Context: an optimization exercise on an open-source flow, tuned for small area, a short achievable clock period and few clock cycles per item. The choices shown serve that exercise and are no tape-out recipe. Only simulation tests tie the RTL to the original design; equivalence was not proved. Power and IR drop assume default switching activity.

==> design.v <==
module aluTop (
	input  logic        clk,
	input  logic        rstN,
	input  logic        start,
	input  logic [15:0] a,
	input  logic [15:0] b,
	input  logic [3:0]  op,
	output logic        done,
	output logic [31:0] result,
	output logic [1:0]  error
);
	logic [15:0] aQ, bQ;
	logic [3:0]  opQ;
	logic        v0;
	always_ff @(posedge clk) begin
		aQ  <= a;
		bQ  <= b;
		opQ <= op;
		v0  <= rstN & start;
	end
	logic [15:0] p1, q1, b1;
	logic        v1, d1, x1;
	logic [15:0] p2, q2, b2;
	logic        v2, d2, x2;
	logic [15:0] p3, q3, b3;
	logic        v3, d3, x3;
	logic [16:0] t1;
	assign t1 = {1'b0, bQ & {16{aQ[0]}}};
	logic [15:0] t2;
	assign t2 = t1[16:1];
	logic [16:0] t3;
	assign t3 = {1'b0, t2} + {1'b0, bQ & {16{aQ[1]}}};
	logic [15:0] t4;
	assign t4 = t3[16:1];
	logic [16:0] t5;
	assign t5 = {1'b0, t4} + {1'b0, bQ & {16{aQ[2]}}};
	logic [15:0] t6;
	assign t6 = t5[16:1];
	logic [16:0] t7;
	assign t7 = {1'b0, t6} + {1'b0, bQ & {16{aQ[3]}}};
	logic [15:0] t8;
	assign t8 = t7[16:1];
	logic t9;
	assign t9 = aQ[15];
	logic [1:0] t10;
	assign t10 = {1'b0, t9} - {1'b0, bQ[0:0]};
	logic t11;
	assign t11 = ~(|bQ[15:1]) & ~t10[1];
	logic t12;
	assign t12 = t11 ? t10[0:0] : t9;
	logic [1:0] t13;
	assign t13 = {t12, aQ[14]};
	logic [2:0] t14;
	assign t14 = {1'b0, t13} - {1'b0, bQ[1:0]};
	logic t15;
	assign t15 = ~(|bQ[15:2]) & ~t14[2];
	logic [1:0] t16;
	assign t16 = t15 ? t14[1:0] : t13;
	logic [2:0] t17;
	assign t17 = {t16, aQ[13]};
	logic [3:0] t18;
	assign t18 = {1'b0, t17} - {1'b0, bQ[2:0]};
	logic t19;
	assign t19 = ~(|bQ[15:3]) & ~t18[3];
	logic [2:0] t20;
	assign t20 = t19 ? t18[2:0] : t17;
	logic [3:0] t21;
	assign t21 = {t20, aQ[12]};
	logic [4:0] t22;
	assign t22 = {1'b0, t21} - {1'b0, bQ[3:0]};
	logic t23;
	assign t23 = ~(|bQ[15:4]) & ~t22[4];
	logic [3:0] t24;
	assign t24 = t23 ? t22[3:0] : t21;
	logic isDiv, isMod, isMul, isAdd;
	assign isDiv = (opQ == 4'h3) | (opQ == 4'h4);
	assign isMod = (opQ == 4'h4);
	assign isMul = (opQ == 4'h2);
	assign isAdd = (opQ[3:1] == 3'b101);
	logic [16:0] sum;
	logic        ovf, flag;
	logic [15:0] sumG;
	assign sum  = {1'b0, aQ} + {1'b0, bQ ^ {16{opQ[0]}}} + {16'b0, opQ[0]};
	assign ovf  = opQ[0] ? ((aQ[15] != bQ[15]) & (sum[15] != aQ[15])) : sum[16];
	assign flag = isAdd & ovf;
	assign sumG = sum[15:0] & {16{isAdd}};
	always_ff @(posedge clk) begin
		v1 <= rstN & v0;
		b1 <= bQ;
		d1 <= isDiv;
		x1 <= isDiv ? isMod : flag;
		p1 <= isDiv ? 16'(t24) : isMul ? t8 : (sumG >> 4);
		q1 <= isDiv ? {t23, t19, t15, t11, aQ[0], aQ[1], aQ[2], aQ[3], aQ[4], aQ[5], aQ[6], aQ[7], aQ[8], aQ[9], aQ[10], aQ[11]} : isMul ? {t7[0], t5[0], t3[0], t1[0], aQ[15], aQ[14], aQ[13], aQ[12], aQ[11], aQ[10], aQ[9], aQ[8], aQ[7], aQ[6], aQ[5], aQ[4]} : {sumG[3:0], 12'b0};
	end
	logic [16:0] t25;
	assign t25 = {1'b0, p1} + {1'b0, b1 & {16{q1[0]}}};
	logic [15:0] t26;
	assign t26 = t25[16:1];
	logic [16:0] t27;
	assign t27 = {1'b0, t26} + {1'b0, b1 & {16{q1[1]}}};
	logic [15:0] t28;
	assign t28 = t27[16:1];
	logic [16:0] t29;
	assign t29 = {1'b0, t28} + {1'b0, b1 & {16{q1[2]}}};
	logic [15:0] t30;
	assign t30 = t29[16:1];
	logic [16:0] t31;
	assign t31 = {1'b0, t30} + {1'b0, b1 & {16{q1[3]}}};
	logic [15:0] t32;
	assign t32 = t31[16:1];
	logic [4:0] t33;
	assign t33 = {p1[3:0], q1[0]};
	logic [5:0] t34;
	assign t34 = {1'b0, t33} - {1'b0, b1[4:0]};
	logic t35;
	assign t35 = ~(|b1[15:5]) & ~t34[5];
	logic [4:0] t36;
	assign t36 = t35 ? t34[4:0] : t33;
	logic [5:0] t37;
	assign t37 = {t36, q1[1]};
	logic [6:0] t38;
	assign t38 = {1'b0, t37} - {1'b0, b1[5:0]};
	logic t39;
	assign t39 = ~(|b1[15:6]) & ~t38[6];
	logic [5:0] t40;
	assign t40 = t39 ? t38[5:0] : t37;
	logic [6:0] t41;
	assign t41 = {t40, q1[2]};
	logic [7:0] t42;
	assign t42 = {1'b0, t41} - {1'b0, b1[6:0]};
	logic t43;
	assign t43 = ~(|b1[15:7]) & ~t42[7];
	logic [6:0] t44;
	assign t44 = t43 ? t42[6:0] : t41;
	logic [7:0] t45;
	assign t45 = {t44, q1[3]};
	logic [8:0] t46;
	assign t46 = {1'b0, t45} - {1'b0, b1[7:0]};
	logic t47;
	assign t47 = ~(|b1[15:8]) & ~t46[8];
	logic [7:0] t48;
	assign t48 = t47 ? t46[7:0] : t45;
	always_ff @(posedge clk) begin
		v2 <= rstN & v1;
		b2 <= b1;
		d2 <= d1;
		x2 <= x1;
		p2[15:8] <= t32[15:8];
		p2[7:0] <= d1 ? t48 : t32[7:0];
		q2[11:0] <= q1[15:4];
		q2[12] <= d1 ? t35 : t25[0];
		q2[13] <= d1 ? t39 : t27[0];
		q2[14] <= d1 ? t43 : t29[0];
		q2[15] <= d1 ? t47 : t31[0];
	end
	logic [16:0] t49;
	assign t49 = {1'b0, p2} + {1'b0, b2 & {16{q2[0]}}};
	logic [15:0] t50;
	assign t50 = t49[16:1];
	logic [16:0] t51;
	assign t51 = {1'b0, t50} + {1'b0, b2 & {16{q2[1]}}};
	logic [15:0] t52;
	assign t52 = t51[16:1];
	logic [16:0] t53;
	assign t53 = {1'b0, t52} + {1'b0, b2 & {16{q2[2]}}};
	logic [15:0] t54;
	assign t54 = t53[16:1];
	logic [16:0] t55;
	assign t55 = {1'b0, t54} + {1'b0, b2 & {16{q2[3]}}};
	logic [15:0] t56;
	assign t56 = t55[16:1];
	logic [8:0] t57;
	assign t57 = {p2[7:0], q2[0]};
	logic [9:0] t58;
	assign t58 = {1'b0, t57} - {1'b0, b2[8:0]};
	logic t59;
	assign t59 = ~(|b2[15:9]) & ~t58[9];
	logic [8:0] t60;
	assign t60 = t59 ? t58[8:0] : t57;
	logic [9:0] t61;
	assign t61 = {t60, q2[1]};
	logic [10:0] t62;
	assign t62 = {1'b0, t61} - {1'b0, b2[9:0]};
	logic t63;
	assign t63 = ~(|b2[15:10]) & ~t62[10];
	logic [9:0] t64;
	assign t64 = t63 ? t62[9:0] : t61;
	logic [10:0] t65;
	assign t65 = {t64, q2[2]};
	logic [11:0] t66;
	assign t66 = {1'b0, t65} - {1'b0, b2[10:0]};
	logic t67;
	assign t67 = ~(|b2[15:11]) & ~t66[11];
	logic [10:0] t68;
	assign t68 = t67 ? t66[10:0] : t65;
	logic [11:0] t69;
	assign t69 = {t68, q2[3]};
	logic [12:0] t70;
	assign t70 = {1'b0, t69} - {1'b0, b2[11:0]};
	logic t71;
	assign t71 = ~(|b2[15:12]) & ~t70[12];
	logic [11:0] t72;
	assign t72 = t71 ? t70[11:0] : t69;
	always_ff @(posedge clk) begin
		v3 <= rstN & v2;
		b3 <= b2;
		d3 <= d2;
		x3 <= x2;
		p3[15:12] <= t56[15:12];
		p3[11:0] <= d2 ? t72 : t56[11:0];
		q3[11:0] <= q2[15:4];
		q3[12] <= d2 ? t59 : t49[0];
		q3[13] <= d2 ? t63 : t51[0];
		q3[14] <= d2 ? t67 : t53[0];
		q3[15] <= d2 ? t71 : t55[0];
	end
	logic [16:0] t73;
	assign t73 = {1'b0, p3} + {1'b0, b3 & {16{q3[0]}}};
	logic [15:0] t74;
	assign t74 = t73[16:1];
	logic [16:0] t75;
	assign t75 = {1'b0, t74} + {1'b0, b3 & {16{q3[1]}}};
	logic [15:0] t76;
	assign t76 = t75[16:1];
	logic [16:0] t77;
	assign t77 = {1'b0, t76} + {1'b0, b3 & {16{q3[2]}}};
	logic [15:0] t78;
	assign t78 = t77[16:1];
	logic [16:0] t79;
	assign t79 = {1'b0, t78} + {1'b0, b3 & {16{q3[3]}}};
	logic [15:0] t80;
	assign t80 = t79[16:1];
	logic [12:0] t81;
	assign t81 = {p3[11:0], q3[0]};
	logic [13:0] t82;
	assign t82 = {1'b0, t81} - {1'b0, b3[12:0]};
	logic t83;
	assign t83 = ~(|b3[15:13]) & ~t82[13];
	logic [12:0] t84;
	assign t84 = t83 ? t82[12:0] : t81;
	logic [13:0] t85;
	assign t85 = {t84, q3[1]};
	logic [14:0] t86;
	assign t86 = {1'b0, t85} - {1'b0, b3[13:0]};
	logic t87;
	assign t87 = ~(|b3[15:14]) & ~t86[14];
	logic [13:0] t88;
	assign t88 = t87 ? t86[13:0] : t85;
	logic [14:0] t89;
	assign t89 = {t88, q3[2]};
	logic [15:0] t90;
	assign t90 = {1'b0, t89} - {1'b0, b3[14:0]};
	logic t91;
	assign t91 = ~(|b3[15:15]) & ~t90[15];
	logic [14:0] t92;
	assign t92 = t91 ? t90[14:0] : t89;
	logic [15:0] t93;
	assign t93 = {t92, q3[3]};
	logic [16:0] t94;
	assign t94 = {1'b0, t93} - {1'b0, b3[15:0]};
	logic t95;
	assign t95 = ~t94[16];
	logic [15:0] t96;
	assign t96 = t95 ? t94[15:0] : t93;
	logic [31:0] mulW;
	logic [15:0] quo, rem;
	logic        bz;
	assign mulW = {t80, {t79[0], t77[0], t75[0], t73[0], q3[15], q3[14], q3[13], q3[12], q3[11], q3[10], q3[9], q3[8], q3[7], q3[6], q3[5], q3[4]}};
	assign quo  = {q3[4], q3[5], q3[6], q3[7], q3[8], q3[9], q3[10], q3[11], q3[12], q3[13], q3[14], q3[15], t83, t87, t91, t95};
	assign rem  = t96;
	assign bz   = ~(|b3);
	always_ff @(posedge clk) begin
		done   <= rstN & v3;
		result <= d3 ? (bz ? 32'b0 : {16'b0, x3 ? rem : quo}) : (mulW | {15'b0, x3, 16'b0});
		error  <= {d3 & bz, ~d3 & x3};
	end
endmodule
==> run.sh <==
#!/bin/bash
# synth_recipe.tcl (not shown) runs the flow's synth.tcl, then flattens the netlist and writes it again
# the make line also repeats each setting of config.mk as NAME=value (left out here)
make -C /OpenROAD-flow-scripts/flow DESIGN_CONFIG=/design/flow/config.mk WORK_HOME=/design/flow/orfs CLKGATE_MAP_FILE= SYNTH_SCRIPT=/design/flow/synth_recipe.tcl finish
==> config.mk <==
export PLATFORM = sky130hd
export DESIGN_NAME = aluTop
export DESIGN_NICKNAME = aluTop
export VERILOG_FILES = /design/flow/design.v
export SDC_FILE = /design/flow/constraint.sdc
export NUM_CORES = 4
export LEC_CHECK = 0
export CAP_MARGIN = 20
export CORE_MARGIN = 2
export CORE_UTILIZATION = 40
export SLEW_MARGIN = 20
==> constraint.sdc <==
create_clock -name core_clock -period 28.0 [get_ports {clk}]
set_input_delay 5.6000 -clock core_clock [delete_from_list [all_inputs] [get_ports {clk}]]
set_output_delay 5.6000 -clock core_clock [all_outputs]
set_load 0.01 [all_outputs]
==> flow_summary.yaml <==
status:
  outcome: "timing/DRC/antenna clean"
timing:
  finalCriticalPeriod_ps: 10510
  slew_headroom_pct: 45.5
  tightest_slew_ps: 815
  rsz0062_at_grt: "false"
  finalMaxSlewViolations: 0
  layout_worst_path_cycle_share_pct: 37.5
  fmax_mhz: 95.2
  skew_ps: 15.9
  finalSetupViolCount: 0
  final.setup.tns_ps: 0
  timing.final.ws_setup_ps: 17490
  hold_viol: 0
synthesis:
  syn_inst: 3005
  synth.most_common_cell: "ha_1"
  synthFlopType: "dfxtp_1"
  synth-edff-count: 0
  synth_area_leader_cell: "ha_1"
  avgSynthCellArea_um2: 8.04
  syn_area_um2: 24200
  synth_compound_area_share_pct: 20.2
  synth_seq_cells: 225
  synthXorXnorAreaFrac_pct: 10.4
  synth_top_family_by_area: "adder cells"
  synth_top_cell_area_share_pct: 20.8
  synth_fa_ha_area_share_pct: 23.3
  muxShareOfSynthArea_pct: 4.47
  netlist_top_cells_count: "ha_1 (401), nor2_1 (349), dfxtp_1 (225)"
  async_reset_ff_share_pct: 0
  synthTopCellsByArea: "ha_1 (21%), dfxtp_1 (19%), xnor2_1 (7.1%), nor2_1 (5.4%), a21oi_1 (4.2%)"
  yosysWarningCount: 1
  seq_area_frac_synth_pct: 18.6
  synth_nets: 3476
  synthSimpleGateAreaFrac_pct: 18.7
  synth_cell_types: 81
clock_tree:
  cts_htree_levels: 1
  clkLatencyLatePin_ps: 580
  clk_pin_slew_ps: 60
  cts_sinks: 225
  cts_setup_buffers: 0
  tritoncts: "done"
  holdBufCountCts: 0
  cts_root_buffer: "clkbuf_16"
  cts_buffer_depth: 3
  cts_buffers: 26
  cts_resized: 0
critical_path:
  crit_path_end_kind: "register"
  reg2reg_to: "result[13]"
  cp.required_ps: 28440
  start_kind: "register"
  cp_common_cell: "a31oi_1"
  crit_slowest_cell: "a2111o_1"
  rrSetupSlack_ps: 17490
  crit_arrival_ps: 10950
  path_max_fanout: 27
  max_stage_delay_ps: 660
  ff2ff_path_depth: 40
  regToRegStartpoint: "b3[1]"
  critPathKind: "register to register"
floorplan:
  core_um2: 60000
  ios: 74
  start_util_pct: 40.3
  die_x_um: 250
  die_y_um: 250
  fp-row-count: 90
  die_area_um2: 62400
finish:
  diodes: 0
  drive_above_1_share_pct: 5.05
  finalNetCount: 3542
  final_util_pct: 44.4
  design_area_um2: 26600
  areaGrowthSynthToFinish_pct: 10.3
  final_cells: 3873
route:
  routedWlPerCell_um: 16.5
  initialDrtViolationCount: 1147
  ant_nets: 0
  vias: 20900
  drc: 0
  dr.pass1.iters: 7
  routed_wl_mm: 63.9
  routed_via_density: 5.40
power_and_ir_drop:
  p_per_area_nw_per_um2: 60.7
  vdd_drop_max_v: 0.0000535
  p_leak_uw: 0.0124
grt:
  grt_pass1_vias: 20000
  grt_usage_pct: 20.2
  antenna_found_initial: 2
  grt_pass1_wl_mm: 104
  grt_max_degree: 32
  gr-total-overflow: 0
min_path:
  hp-class: "register to register"
  hold_depth: 0
  hold_end: "q3[6]"
  min_from: "q2[10]"
placed_design:
  place_ws_ps: 17680
  dp_hpwl_mm: 50.8
  place_congestion: 0.884
  placed_area_um2: 25800
  dp.cells: 3824
  portBuffers: 73
run:
  drv_cap: 0
[placed cells by master, fill, tap and decap left out, drive strengths merged, types with 10 or more instances in the layout]
| cell type | instances |
|---|---|
| a21oi | 204 |
| o21bai | 40 |
| o31ai | 20 |
| a22o | 16 |
| a21o | 54 |
| nor4 | 10 |
| nand2b | 18 |
| nand3 | 57 |
| nor3 | 75 |
| nor2 | 350 |
| o21a | 35 |
| fa | 31 |
| clkbuf | 36 |
| mux2 | 74 |
| and3 | 15 |
| mux2i | 24 |
| o21ai | 172 |
| nand2 | 157 |
| ha | 401 |
| nor2b | 49 |
| a21boi | 21 |
| dfxtp | 225 |
| clkdlybuf4s50 | 73 |
| a311oi | 21 |
| a211oi | 21 |
| xnor2 | 196 |
| inv | 222 |
| or3 | 34 |
| a31oi | 33 |
| and2 | 145 |
| xor2 | 92 |
[cell families after synthesis]
family	Yosys count
and+or+nand+nor	943
AOI/OAI and AO/OA	751
adders and majority gates	432
xor gates and xnor gates	288
buffers and inverters	268
DFF	225
muxes	98
[power breakdown]
| part | internal, µW | switching, µW |
|---|---|---|
| Sequential | 362 | 44.9 |
| Combinational | 395 | 468 |
| Clock | 200 | 148 |
| Total | 958 | 661 |
[area by class of cell]
class / count / area (µm²)
Fill cell: 6066 / 33400
Sequential cell: 225 / 4500
Timing Repair Buffer: 81 / 791
Clock buffer: 35 / 714
Clock inverter: 13 / 163
Inverter: 225 / 845
Multi-Input combinational cell: 2512 / 18700
Tap cell: 782 / 978
[sequential cells by signal (all words and copies together) (netlist names), 2 cells and up]
| signal | count |
|---|---|
| q1 | 16 |
| result | 32 |
| b3 | 16 |
| q3 | 16 |
| p2 | 16 |
| error | 2 |
| p1 | 16 |
| opQ | 4 |
| p3 | 16 |
| bQ | 16 |
| b2 | 16 |
| b1 | 16 |
| aQ | 16 |
| q2 | 16 |
[metal layers]
layer  wire, µm  GRT usage, %  part of all wire [%]
met1      30400          26.7                    48
met2      30000          35.6                    47
met3       2240          2.07                   3.5
met4       1280          4.08                   2.0
met5          0             0                     0
[worst max path at each step]
stage,startpoint,endpoint,slack [ps]
6_report,b3[1],result[13],17490
5_1_grt,b3[1],result[13],16770
4_1_cts,b3[1],result[13],17610
3_5_place_dp,b3[1],result[14],17680
3_3_place_gp,b3[1],result[14],17680
2_1_floorplan,q3[0],result[4],18800
[worst max-delay path: cells and delay by family (launching register included)]
kind,cells,cell delay [ps]
fa+ha+maj,4,1620
buf+inv,5,1170
mux,2,400
flops,1,580
compound gates,23,5730
simple gates,6,850
[through the flow]
step                      hold slack (ps)  total power [µW]
after floorplan                       310              1060
after global placement                310              1270
after detailed placement              312              1270
after CTS                             324              1630
after global routing                  325              1750
final                                 324              1620
Testbench counts, summed over its fixed seeds: cycles 8,032, items 8,000.

## separate check: timing with driven ports
In the flow no input, the clock included, has a driving cell. The finished layout below was timed again as built, in two steps. Step 1 (the two cells are an assumption about what drives the block):
set clk [get_ports {clk}]
set_driving_cell -lib_cell sky130_fd_sc_hd__clkbuf_16 $clk
set_driving_cell -lib_cell sky130_fd_sc_hd__buf_2 [delete_from_list [all_inputs] $clk]
Step 2 adds t to the input delays and takes it off the output delays; t is the mean of the earliest and latest rising clock arrival at the registers after step 1. Input paths then give back, and output paths get back, about the clock's delay inside the block. Three values: no drivers, after step 1, after step 2; two values: the first two.
t, ns: 0.629
setup WS [ns]: 17.493 / 17.493 / 17.493
latest minus earliest clock arrival (ns): 0.018 / 0.018
cell pins on the clock port's net: 1
After both steps setup and hold are still met in this run. The setup slack of this run moves by 0.000 ns with the drivers and by 0.000 ns with both steps.
